This is an optimization exercise on Yosys and OpenROAD, whose aim is small area, not a production implementation. RTL that was checked went through simulation tests only; none was proved equivalent to the original. No activity file was given, so power comes from the tool's default toggle rates.

Setup of wip/zinc:
==> module fft_seq, before the edit <==
module fft_seq (
   input  logic clk,
   input  logic rst_n,
   input  logic in_nd,
   output logic ld,
   output logic park,
   output logic cap,
   output logic mac,
   output logic first,
   output logic use_a,
   output logic use_b,
   output logic neg_a,
   output logic shift,
   output logic w1,
   output logic w2,
   output logic out_nd,
   output logic overflow
);
   localparam logic [1:0] S_IDLE = 2'd0;
   localparam logic [1:0] S_LOAD = 2'd1;
   localparam logic [1:0] S_RUN  = 2'd2;    
   localparam logic [1:0] S_BUSY = 2'd3;    
   logic [1:0]  state;
   logic [3:0]  c;            
   logic [3:0]  ph, u;
   logic        w2f;          
   logic [3:0]  lo;           
   logic [3:0]  pm;           
   logic        busy, outp, hit, last, start;
   logic [3:0]  hs, hr, hn;
   logic [2:0]  k;
   assign busy = (state == S_BUSY);
   assign ph   = c;
   assign u    = c;
   assign outp = (pm == 4'd0);
   assign hs   = lo | pm;
   assign hit  = (ph == hs);
   assign last = &hs;
   assign hr   = {hs[0], hs[1], hs[2], hs[3]} + 4'd1;
   assign hn   = {hr[0], hr[1], hr[2], hr[3]} & ~pm;
   assign k[2] = (pm[2] & lo[3]) | (pm[1] & lo[2]) | (pm[0] & lo[1]);
   assign k[1] = (pm[1] & lo[3]) | (pm[0] & lo[2]);
   assign k[0] = pm[0] & lo[3];
   localparam logic [1:0] CLS_T = 2'd0;    
   localparam logic [1:0] CLS_1 = 2'd1;    
   localparam logic [1:0] CLS_2 = 2'd2;    
   logic [1:0] cls;
   logic       swap;
   logic [3:0] step;
   assign cls  = k[0] ? CLS_1 : (k[1] ? CLS_2 : CLS_T);
   assign swap = k[0] ? (k[1] ^ k[2]) : (~k[1] & k[2]);
   always_comb
   begin
      case ({cls, u})
         {CLS_T, 4'd1}: step = 4'b1100;
         {CLS_1, 4'd1}: step = 4'b1101;
         {CLS_1, 4'd2}: step = 4'b1001;
         {CLS_1, 4'd3}: step = 4'b1011;
         {CLS_1, 4'd4}: step = 4'b1101;
         {CLS_1, 4'd5}: step = 4'b1101;
         {CLS_1, 4'd6}: step = 4'b1001;
         {CLS_1, 4'd7}: step = 4'b1100;
         {CLS_1, 4'd8}: step = 4'b1011;
         {CLS_1, 4'd9}: step = 4'b1100;
         {CLS_1, 4'd10}: step = 4'b1011;
         {CLS_1, 4'd11}: step = 4'b1101;
         {CLS_2, 4'd1}: step = 4'b1100;
         {CLS_2, 4'd2}: step = 4'b1011;
         {CLS_2, 4'd3}: step = 4'b1001;
         {CLS_2, 4'd4}: step = 4'b1100;
         {CLS_2, 4'd5}: step = 4'b1011;
         {CLS_2, 4'd6}: step = 4'b1001;
         {CLS_2, 4'd7}: step = 4'b1100;
         {CLS_2, 4'd8}: step = 4'b1011;
         {CLS_2, 4'd9}: step = 4'b1100;
         {CLS_2, 4'd10}: step = 4'b1011;
         {CLS_2, 4'd11}: step = 4'b1001;
         {CLS_2, 4'd12}: step = 4'b1100;
         {CLS_2, 4'd13}: step = 4'b1011;
         default: step = 4'b0000;
      endcase
   end
   assign w1    = busy && (u == -pm);
   assign mac   = busy & step[3];
   assign use_a = swap ? step[1] : step[2];
   assign use_b = swap ? step[2] : step[1];
   assign shift = step[0];
   assign first = (u == 4'd1);
   assign neg_a = k[2] & (k[1] | k[0]);
   logic ready;
   assign ready  = (state == S_IDLE) || ((state == S_RUN) && outp && hit && last);
   assign ld     = in_nd && (ready || (state == S_LOAD));
   assign start  = (state == S_RUN) && !outp && hit;
   assign w2     = w2f;
   assign park   = busy;
   assign cap    = !busy || w1;
   assign out_nd = (state == S_RUN) && outp && hit;
   always_ff @(posedge clk)
   begin
      if (ready && in_nd)
         c <= 4'd2;
      else if (start)
         c <= 4'd1;
      else if (busy && (u == 4'd15))
         c <= hs + 4'd1;
      else
         c <= c + 4'd1;
      w2f <= busy && (u == 4'd15);
      if (state == S_LOAD)
      begin
         lo <= 4'd0;
         pm <= 4'd8;
      end
      else
      begin
         if ((busy && (u == 4'd15)) || out_nd)
            lo <= hn;
         if (w2 && (lo == 4'd0))
            pm <= pm >> 1;
      end
   end
   always_ff @(posedge clk or negedge rst_n)
   begin
      if (!rst_n)
      begin
         state    <= S_IDLE;
         overflow <= 1'b0;
      end
      else
      begin
         if (in_nd && !(ready || (state == S_LOAD)))
            overflow <= 1'b1;
         case (state)
            S_IDLE:
               if (in_nd)
                  state <= S_LOAD;
            S_LOAD:
               if (ph == 4'd0)
                  state <= S_RUN;
            S_RUN:
               if (start)
                  state <= S_BUSY;
               else if (outp && hit && last)
                  state <= in_nd ? S_LOAD : S_IDLE;
            default:
               if (u == 4'd15)
                  state <= S_RUN;
         endcase
      end
   end
endmodule
clock: 10.0 ns
lec_check: 0
cap_margin: 20
core_margin: 2
core_utilization: 40
slew_margin: 20
standard.sh (not shown) runs the stock make flow with config.mk's settings and CLKGATE_MAP_FILE= SYNTH_SCRIPT=/design/flow/synth_recipe.tcl, a recipe that flattens the netlist after the stock synthesis.
==> flow/flow/run.sh <==
#!/bin/bash
# Standard layout with a lighter clock tree and smaller port buffers:
# no dummy clock loads, mid-size clock buffers and bigger sink clusters.
set -euo pipefail
export CTS_ARGS="-sink_clustering_enable -repair_clock_nets -dont_use_dummy_load -buf_list {sky130_fd_sc_hd__clkbuf_4 sky130_fd_sc_hd__clkbuf_8} -sink_clustering_size 18 -sink_clustering_max_diameter 70"
export BUFFER_PORTS_ARGS="-buffer_cell sky130_fd_sc_hd__buf_1"
bash standard.sh > standard.log 2>&1
Here is what was changed in the inputs of wip/amber compared with wip/zinc.
--- a/flow/design.v
+++ b/flow/design.v
@@ -25,7 +25,6 @@
    logic [1:0]  state;
    logic [3:0]  c;            
    logic [3:0]  ph, u;
-   logic        w2f;          
    logic [3:0]  lo;           
    logic [3:0]  pm;           
    logic        busy, outp, hit, last, start;
@@ -82,7 +81,7 @@
          default: step = 4'b0000;
       endcase
    end
-   assign w1    = busy && (u == -pm);
+   assign w1    = busy && (u == {1'b1, |pm[2:0], |pm[1:0], pm[0]});
    assign mac   = busy & step[3];
    assign use_a = swap ? step[1] : step[2];
    assign use_b = swap ? step[2] : step[1];
@@ -93,9 +92,9 @@
    assign ready  = (state == S_IDLE) || ((state == S_RUN) && outp && hit && last);
    assign ld     = in_nd && (ready || (state == S_LOAD));
    assign start  = (state == S_RUN) && !outp && hit;
-   assign w2     = w2f;
-   assign park   = busy;
-   assign cap    = !busy || w1;
+   assign w2     = busy && (u == 4'd0);
+   assign park   = busy && (u != 4'd0);
+   assign cap    = !park || w1;
    assign out_nd = (state == S_RUN) && outp && hit;
    always_ff @(posedge clk)
    begin
@@ -103,11 +102,10 @@
          c <= 4'd2;
       else if (start)
          c <= 4'd1;
-      else if (busy && (u == 4'd15))
-         c <= hs + 4'd1;
+      else if (w2)
+         c <= {hs[3:1] + 3'd1, hs[0]};
       else
          c <= c + 4'd1;
-      w2f <= busy && (u == 4'd15);
       if (state == S_LOAD)
       begin
          lo <= 4'd0;
@@ -115,9 +113,9 @@
       end
       else
       begin
-         if ((busy && (u == 4'd15)) || out_nd)
+         if (w2 || out_nd)
             lo <= hn;
-         if (w2 && (lo == 4'd0))
+         if (w2 && last)
             pm <= pm >> 1;
       end
    end
@@ -145,7 +143,7 @@
                else if (outp && hit && last)
                   state <= in_nd ? S_LOAD : S_IDLE;
             default:
-               if (u == 4'd15)
+               if (w2)
                   state <= S_RUN;
          endcase
       end
- wip/zinc → wip/amber: buffer count excluding the clock tree in the final layout up 2, sequential cell count flat, final period demand of the worst path up 0.059 ns, clock network power share down 0.5 points, worst-case headroom to the max-slew limit up 22 points.
- wip/amber ends up with a synthesis-to-layout area growth that is 0.39 points lower than in wip/zinc.
- Looking at via count, wip/amber sits about 1.1% above wip/zinc.
- As of wip/amber, top fanout value on the critical path had fallen by a few percent compared to wip/zinc.
- met3 layer usage reported by global route in wip/amber is 0.34 points above wip/zinc.
- Number of clock sinks seen by CTS: wip/amber vs wip/zinc — no meaningful difference
No functional check of the RTL was part of wip/amber.


Setup of v6:
The RTL this note starts from:
==> flow/design.v <==
`timescale 1ns/1ps
`default_nettype none
module fft_seq (
   input  logic clk,
   input  logic rst_n,
   input  logic in_nd,
   output logic ld,
   output logic park,
   output logic cap,
   output logic mac,
   output logic first,
   output logic use_a,
   output logic use_b,
   output logic neg_a,
   output logic shift,
   output logic w1,
   output logic w2,
   output logic out_nd,
   output logic overflow
);
   localparam logic [1:0] S_IDLE = 2'd0;
   localparam logic [1:0] S_LOAD = 2'd1;
   localparam logic [1:0] S_RUN  = 2'd2;    
   localparam logic [1:0] S_BUSY = 2'd3;    
   logic [1:0]  state;
   logic [3:0]  c;            
   logic [3:0]  ph, u;
   logic        w2f;          
   logic [3:0]  lo;           
   logic [3:0]  pm;           
   logic        busy, outp, hit, last, start;
   logic [3:0]  hs, hr, hn;
   logic [2:0]  k;
   assign busy = (state == S_BUSY);
   assign ph   = c;
   assign u    = c;
   assign outp = (pm == 4'd0);
   assign hs   = lo | pm;
   assign hit  = (ph == hs);
   assign last = &hs;
   assign hr   = {hs[0], hs[1], hs[2], hs[3]} + 4'd1;
   assign hn   = {hr[0], hr[1], hr[2], hr[3]} & ~pm;
   assign k[2] = (pm[2] & lo[3]) | (pm[1] & lo[2]) | (pm[0] & lo[1]);
   assign k[1] = (pm[1] & lo[3]) | (pm[0] & lo[2]);
   assign k[0] = pm[0] & lo[3];
   logic [3:0] step;
   always_comb
   begin
      case ({k, u})
         {3'd0, 4'd1}: step = {1'b1, 1'b1, 1'b0, 1'b0};
         {3'd4, 4'd1}: step = {1'b1, 1'b0, 1'b1, 1'b0};
         {3'd1, 4'd1}, {3'd7, 4'd1}: step = {1'b1, 1'b1, 1'b0, 1'b1};
         {3'd1, 4'd2}, {3'd7, 4'd2}: step = {1'b1, 1'b0, 1'b0, 1'b1};
         {3'd1, 4'd3}, {3'd7, 4'd3}: step = {1'b1, 1'b0, 1'b1, 1'b1};
         {3'd1, 4'd4}, {3'd7, 4'd4}: step = {1'b1, 1'b1, 1'b0, 1'b1};
         {3'd1, 4'd5}, {3'd7, 4'd5}: step = {1'b1, 1'b1, 1'b0, 1'b1};
         {3'd1, 4'd6}, {3'd7, 4'd6}: step = {1'b1, 1'b0, 1'b0, 1'b1};
         {3'd1, 4'd7}, {3'd7, 4'd7}: step = {1'b1, 1'b1, 1'b0, 1'b0};
         {3'd1, 4'd8}, {3'd7, 4'd8}: step = {1'b1, 1'b0, 1'b1, 1'b1};
         {3'd1, 4'd9}, {3'd7, 4'd9}: step = {1'b1, 1'b1, 1'b0, 1'b0};
         {3'd1, 4'd10}, {3'd7, 4'd10}: step = {1'b1, 1'b0, 1'b1, 1'b1};
         {3'd1, 4'd11}, {3'd7, 4'd11}: step = {1'b1, 1'b1, 1'b0, 1'b1};
         {3'd3, 4'd1}, {3'd5, 4'd1}: step = {1'b1, 1'b0, 1'b1, 1'b1};
         {3'd3, 4'd2}, {3'd5, 4'd2}: step = {1'b1, 1'b0, 1'b0, 1'b1};
         {3'd3, 4'd3}, {3'd5, 4'd3}: step = {1'b1, 1'b1, 1'b0, 1'b1};
         {3'd3, 4'd4}, {3'd5, 4'd4}: step = {1'b1, 1'b0, 1'b1, 1'b1};
         {3'd3, 4'd5}, {3'd5, 4'd5}: step = {1'b1, 1'b0, 1'b1, 1'b1};
         {3'd3, 4'd6}, {3'd5, 4'd6}: step = {1'b1, 1'b0, 1'b0, 1'b1};
         {3'd3, 4'd7}, {3'd5, 4'd7}: step = {1'b1, 1'b1, 1'b0, 1'b0};
         {3'd3, 4'd8}, {3'd5, 4'd8}: step = {1'b1, 1'b0, 1'b1, 1'b1};
         {3'd3, 4'd9}, {3'd5, 4'd9}: step = {1'b1, 1'b1, 1'b0, 1'b0};
         {3'd3, 4'd10}, {3'd5, 4'd10}: step = {1'b1, 1'b0, 1'b1, 1'b1};
         {3'd3, 4'd11}, {3'd5, 4'd11}: step = {1'b1, 1'b0, 1'b1, 1'b1};
         {3'd2, 4'd1}, {3'd6, 4'd1}: step = {1'b1, 1'b1, 1'b0, 1'b0};
         {3'd2, 4'd2}, {3'd6, 4'd2}: step = {1'b1, 1'b0, 1'b1, 1'b1};
         {3'd2, 4'd3}, {3'd6, 4'd3}: step = {1'b1, 1'b0, 1'b0, 1'b1};
         {3'd2, 4'd4}, {3'd6, 4'd4}: step = {1'b1, 1'b1, 1'b0, 1'b0};
         {3'd2, 4'd5}, {3'd6, 4'd5}: step = {1'b1, 1'b0, 1'b1, 1'b1};
         {3'd2, 4'd6}, {3'd6, 4'd6}: step = {1'b1, 1'b0, 1'b0, 1'b1};
         {3'd2, 4'd7}, {3'd6, 4'd7}: step = {1'b1, 1'b1, 1'b0, 1'b0};
         {3'd2, 4'd8}, {3'd6, 4'd8}: step = {1'b1, 1'b0, 1'b1, 1'b1};
         {3'd2, 4'd9}, {3'd6, 4'd9}: step = {1'b1, 1'b1, 1'b0, 1'b0};
         {3'd2, 4'd10}, {3'd6, 4'd10}: step = {1'b1, 1'b0, 1'b1, 1'b1};
         {3'd2, 4'd11}, {3'd6, 4'd11}: step = {1'b1, 1'b0, 1'b0, 1'b1};
         {3'd2, 4'd12}, {3'd6, 4'd12}: step = {1'b1, 1'b1, 1'b0, 1'b0};
         {3'd2, 4'd13}, {3'd6, 4'd13}: step = {1'b1, 1'b0, 1'b1, 1'b1};
         default: step = 4'b0000;
      endcase
   end
   assign w1    = busy && (u == -pm);
   assign mac   = busy & step[3];
   assign use_a = step[2];
   assign use_b = step[1];
   assign shift = step[0];
   assign first = (u == 4'd1);
   assign neg_a = k[2] & (k[1] | k[0]);
   logic ready;
   assign ready  = (state == S_IDLE) || ((state == S_RUN) && outp && hit && last);
   assign ld     = in_nd && (ready || (state == S_LOAD));
   assign start  = (state == S_RUN) && !outp && hit;
   assign w2     = w2f;
   assign park   = busy;
   assign cap    = !busy || w1;
   assign out_nd = (state == S_RUN) && outp && hit;
   always_ff @(posedge clk)
   begin
      if (ready && in_nd)
         c <= 4'd2;
      else if (start)
         c <= 4'd1;
      else if (busy && (u == 4'd15))
         c <= hs + 4'd1;
      else
         c <= c + 4'd1;
      w2f <= busy && (u == 4'd15);
      if (state == S_LOAD)
      begin
         lo <= 4'd0;
         pm <= 4'd8;
      end
      else
      begin
         if ((busy && (u == 4'd15)) || out_nd)
            lo <= hn;
         if (w2 && (lo == 4'd0))
            pm <= pm >> 1;
      end
   end
   always_ff @(posedge clk or negedge rst_n)
   begin
      if (!rst_n)
      begin
         state    <= S_IDLE;
         overflow <= 1'b0;
      end
      else
      begin
         if (in_nd && !(ready || (state == S_LOAD)))
            overflow <= 1'b1;
         case (state)
            S_IDLE:
               if (in_nd)
                  state <= S_LOAD;
            S_LOAD:
               if (ph == 4'd0)
                  state <= S_RUN;
            S_RUN:
               if (start)
                  state <= S_BUSY;
               else if (outp && hit && last)
                  state <= in_nd ? S_LOAD : S_IDLE;
            default:
               if (u == 4'd15)
                  state <= S_RUN;
         endcase
      end
   end
endmodule
`default_nettype wire
`timescale 1ns/1ps
`default_nettype none
module fft_bf_unit (
   input  logic        clk,
   input  logic        cap,      
   input  logic        mac,      
   input  logic        first,    
   input  logic        use_a,    
   input  logic        use_b,    
   input  logic        neg_a,    
   input  logic        shift,    
   input  logic        w1,
   input  logic        w2,
   input  logic        pass,
   input  logic        ld,       
   input  logic [23:0] in_x,
   input  logic [23:0] r0,
   output logic [23:0] wr_data,
   output logic [23:0] bq
);
   logic [13:0] p_re, p_im;
   logic        f_re, f_im;
   logic [13:0] y_re, y_im, x_re, x_im, s_re, s_im;
   logic        neg_re, neg_im, g_re, g_im, zx, cin;
   logic [13:0] b_re, b_im, a_re, a_im;
   assign b_re = {{2{bq[11]}}, bq[11:0]};
   assign b_im = {{2{bq[23]}}, bq[23:12]};
   assign a_re = {{2{r0[11]}}, r0[11:0]};
   assign a_im = {{2{r0[23]}}, r0[23:12]};
   logic sel_a, sel_b, sel_r, sel_2;
   assign sel_a = mac & use_a;
   assign sel_b = mac & use_b;
   assign sel_r = w1;
   assign sel_2 = (w2 | pass) & ~ld;
   assign y_re = ({14{sel_a}} & b_re) | ({14{sel_b}} & b_im) | ({14{sel_r}} & a_re)
               | ({14{sel_2}} & {b_re[12:0], 1'b0})
               | ({14{ld}} & {in_x[11], in_x[11:0], 1'b0});
   assign y_im = ({14{sel_a}} & b_im) | ({14{sel_b}} & b_re) | ({14{sel_r}} & a_im)
               | ({14{sel_2}} & {b_im[12:0], 1'b0})
               | ({14{ld}} & {in_x[23], in_x[23:12], 1'b0});
   assign neg_re = (sel_a & neg_a) | w2;
   assign neg_im = (sel_a & neg_a) | sel_b | w2;
   assign zx   = (mac & first) | (pass & ~w2);
   assign cin  = w2;
   assign g_re = (f_re & ~zx) ^ neg_re;
   assign g_im = (f_im & ~zx) ^ neg_im;
   assign x_re = (p_re & {14{~zx}}) ^ {14{g_re}};
   assign x_im = (p_im & {14{~zx}}) ^ {14{g_im}};
   logic [14:0] c_re, c_im;
   assign c_re[0] = cin;
   assign c_im[0] = cin;
   for (genvar i = 0; i < 14; i++)
   begin : g_add
      assign s_re[i]   = x_re[i] ^ y_re[i] ^ c_re[i];
      assign c_re[i+1] = (x_re[i] & y_re[i]) | (c_re[i] & (x_re[i] ^ y_re[i]));
      assign s_im[i]   = x_im[i] ^ y_im[i] ^ c_im[i];
      assign c_im[i+1] = (x_im[i] & y_im[i]) | (c_im[i] & (x_im[i] ^ y_im[i]));
   end
   always_ff @(posedge clk)
   begin
      p_re <= (mac && shift) ? {s_re[13], s_re[13:1]} : s_re;
      p_im <= (mac && shift) ? {s_im[13], s_im[13:1]} : s_im;
      f_re <= mac & neg_re;
      f_im <= mac & neg_im;
      if (cap)
         bq <= r0;
   end
   assign wr_data = {s_im[12:1], s_re[12:1]};
endmodule
`default_nettype wire
`timescale 1ns/1ps
`default_nettype none
module fft_ring (
   input  logic        clk,
   input  logic        keep,
   input  logic [23:0] wr_data,
   output logic [23:0] r0
);
   logic [23:0] r [15];
   always_ff @(posedge clk)
   begin
      for (int i = 0; i < 14; i++)
         r[i] <= r[i+1];
      if (keep)
         r[14] <= r[0];
      else
         r[14] <= wr_data;
   end
   assign r0 = r[0];
endmodule
`default_nettype wire
`timescale 1ns/1ps
`default_nettype none
module fft_dit_top (
   input  logic        clk,
   input  logic        rst_n,
   input  logic [23:0] in_x,
   input  logic        in_nd,
   output logic [23:0] out_x,
   output logic        out_nd,
   output logic        overflow
);
   logic        ld, park, cap, mac, first, use_a, use_b, neg_a, shift, w1, w2;
   logic [23:0] r0, wr_data, bq;
   fft_seq u_seq (
      .clk, .rst_n, .in_nd, .ld, .park, .cap, .mac, .first, .use_a, .use_b, .neg_a,
      .shift, .w1, .w2, .out_nd, .overflow
   );
   fft_bf_unit u_bf (
      .clk, .cap, .mac, .first, .use_a, .use_b, .neg_a, .shift, .w1, .w2,
      .pass (!park), .ld, .in_x, .r0, .wr_data, .bq
   );
   fft_ring u_ring (
      .clk, .keep (park & !w1), .wr_data, .r0
   );
   assign out_x = r0;
endmodule
`default_nettype wire
export LEC_CHECK = 0
export CAP_MARGIN = 20
export CORE_MARGIN = 2
export CORE_UTILIZATION = 40
export SLEW_MARGIN = 20
create_clock -name core_clock -period 10.0 [get_ports {clk}]
Scripts as last shown in full above: flow/flow/run.sh
v6: all stages complete, timing, DRC and antenna checks passed
> inputs changed (v6 -> v7)
diff --git a/flow/design.v b/flow/design.v
--- a/flow/design.v
+++ b/flow/design.v
@@ -169,12 +169,10 @@
    input  logic        neg_a,    
    input  logic        shift,    
    input  logic        w1,
    input  logic        w2,
    input  logic        pass,
-   input  logic        ld,       
-   input  logic [23:0] in_x,
    input  logic [23:0] r0,
    output logic [23:0] wr_data,
    output logic [23:0] bq
 );
    logic [13:0] p_re, p_im;
@@ -188,17 +186,15 @@
    assign a_im = {{2{r0[23]}}, r0[23:12]};
    logic sel_a, sel_b, sel_r, sel_2;
    assign sel_a = mac & use_a;
    assign sel_b = mac & use_b;
    assign sel_r = w1;
-   assign sel_2 = (w2 | pass) & ~ld;
+   assign sel_2 = w2 | pass;
    assign y_re = ({14{sel_a}} & b_re) | ({14{sel_b}} & b_im) | ({14{sel_r}} & a_re)
-               | ({14{sel_2}} & {b_re[12:0], 1'b0})
-               | ({14{ld}} & {in_x[11], in_x[11:0], 1'b0});
+               | ({14{sel_2}} & {b_re[12:0], 1'b0});
    assign y_im = ({14{sel_a}} & b_im) | ({14{sel_b}} & b_re) | ({14{sel_r}} & a_im)
-               | ({14{sel_2}} & {b_im[12:0], 1'b0})
-               | ({14{ld}} & {in_x[23], in_x[23:12], 1'b0});
+               | ({14{sel_2}} & {b_im[12:0], 1'b0});
    assign neg_re = (sel_a & neg_a) | w2;
    assign neg_im = (sel_a & neg_a) | sel_b | w2;
    assign zx   = (mac & first) | (pass & ~w2);
    assign cin  = w2;
    assign g_re = (f_re & ~zx) ^ neg_re;
@@ -229,20 +225,24 @@
 `default_nettype wire
 `timescale 1ns/1ps
 `default_nettype none
 module fft_ring (
    input  logic        clk,
+   input  logic        ld,
    input  logic        keep,
+   input  logic [23:0] in_x,
    input  logic [23:0] wr_data,
    output logic [23:0] r0
 );
    logic [23:0] r [15];
    always_ff @(posedge clk)
    begin
       for (int i = 0; i < 14; i++)
          r[i] <= r[i+1];
-      if (keep)
+      if (ld)
+         r[14] <= in_x;
+      else if (keep)
          r[14] <= r[0];
       else
          r[14] <= wr_data;
    end
    assign r0 = r[0];
@@ -265,13 +265,13 @@
       .clk, .rst_n, .in_nd, .ld, .park, .cap, .mac, .first, .use_a, .use_b, .neg_a,
       .shift, .w1, .w2, .out_nd, .overflow
    );
    fft_bf_unit u_bf (
       .clk, .cap, .mac, .first, .use_a, .use_b, .neg_a, .shift, .w1, .w2,
-      .pass (!park), .ld, .in_x, .r0, .wr_data, .bq
+      .pass (!park), .r0, .wr_data, .bq
    );
    fft_ring u_ring (
-      .clk, .keep (park & !w1), .wr_data, .r0
+      .clk, .ld, .keep (park & !w1), .in_x, .wr_data, .r0
    );
    assign out_x = r0;
 endmodule
 `default_nettype wire
- v7 vs. v6: combinational group share of total power -23 points; post-detailed-placement cell area lost about 0.3%.
- Delta (v7 minus v6): transition at the pin with the smallest max-transition slack shrank by 94 ps; post-synthesis cell type count grew by 8.2%.
- Number of placed instances with taps included (lower): v7
- v7 has less setup slack than v6.
- Diff v6 and v7: final cycle utilization of the critical path lower in v6
- As of v7, via count of the first global-routing pass had fallen slightly compared to v6.
- From v6 to v7 the numbers moved as follows: die area saw an increase; combinational power saw a decrease; wire length of the first global-routing pass saw a decrease.
- Diff v6 -> v7: shortest period the worst path allows went up; layout overhead on the synthesized area saw a decrease.
The RTL of v6 was laid out without a check of its function.

==> afterwards: timing with drivers on the ports <==
How much do the figures lean on ideal ports? The routed layouts below were timed once more, with nothing changed but the port constraints.
Step 1 (the two cells are an assumption about what drives the block):
set clk [get_ports {clk}]
set_driving_cell -lib_cell sky130_fd_sc_hd__clkbuf_16 $clk
set_driving_cell -lib_cell sky130_fd_sc_hd__buf_2 [delete_from_list [all_inputs] $clk]
Step 2 adds t to the input delays and takes it off the output delays; t is the mean of the earliest and latest rising clock arrival at the registers after step 1. Input paths then give back, and output paths get back, about the clock's delay inside the block.
a / b / c = no drivers / after step 1 / after step 2; a / b = the first two.
run	t (ns)	setup WS [ns]	clock arrival spread, ns
wip/zinc	0.607	1.337 / 1.337 / 1.337	0.073 / 0.073
wip/amber	0.609	1.278 / 1.278 / 1.278	0.074 / 0.075
v6	0.605	1.340 / 1.340 / 1.340	0.064 / 0.065
v7	0.625	1.099 / 1.099 / 1.099	0.083 / 0.083
After both steps setup and hold are still met in every run listed.
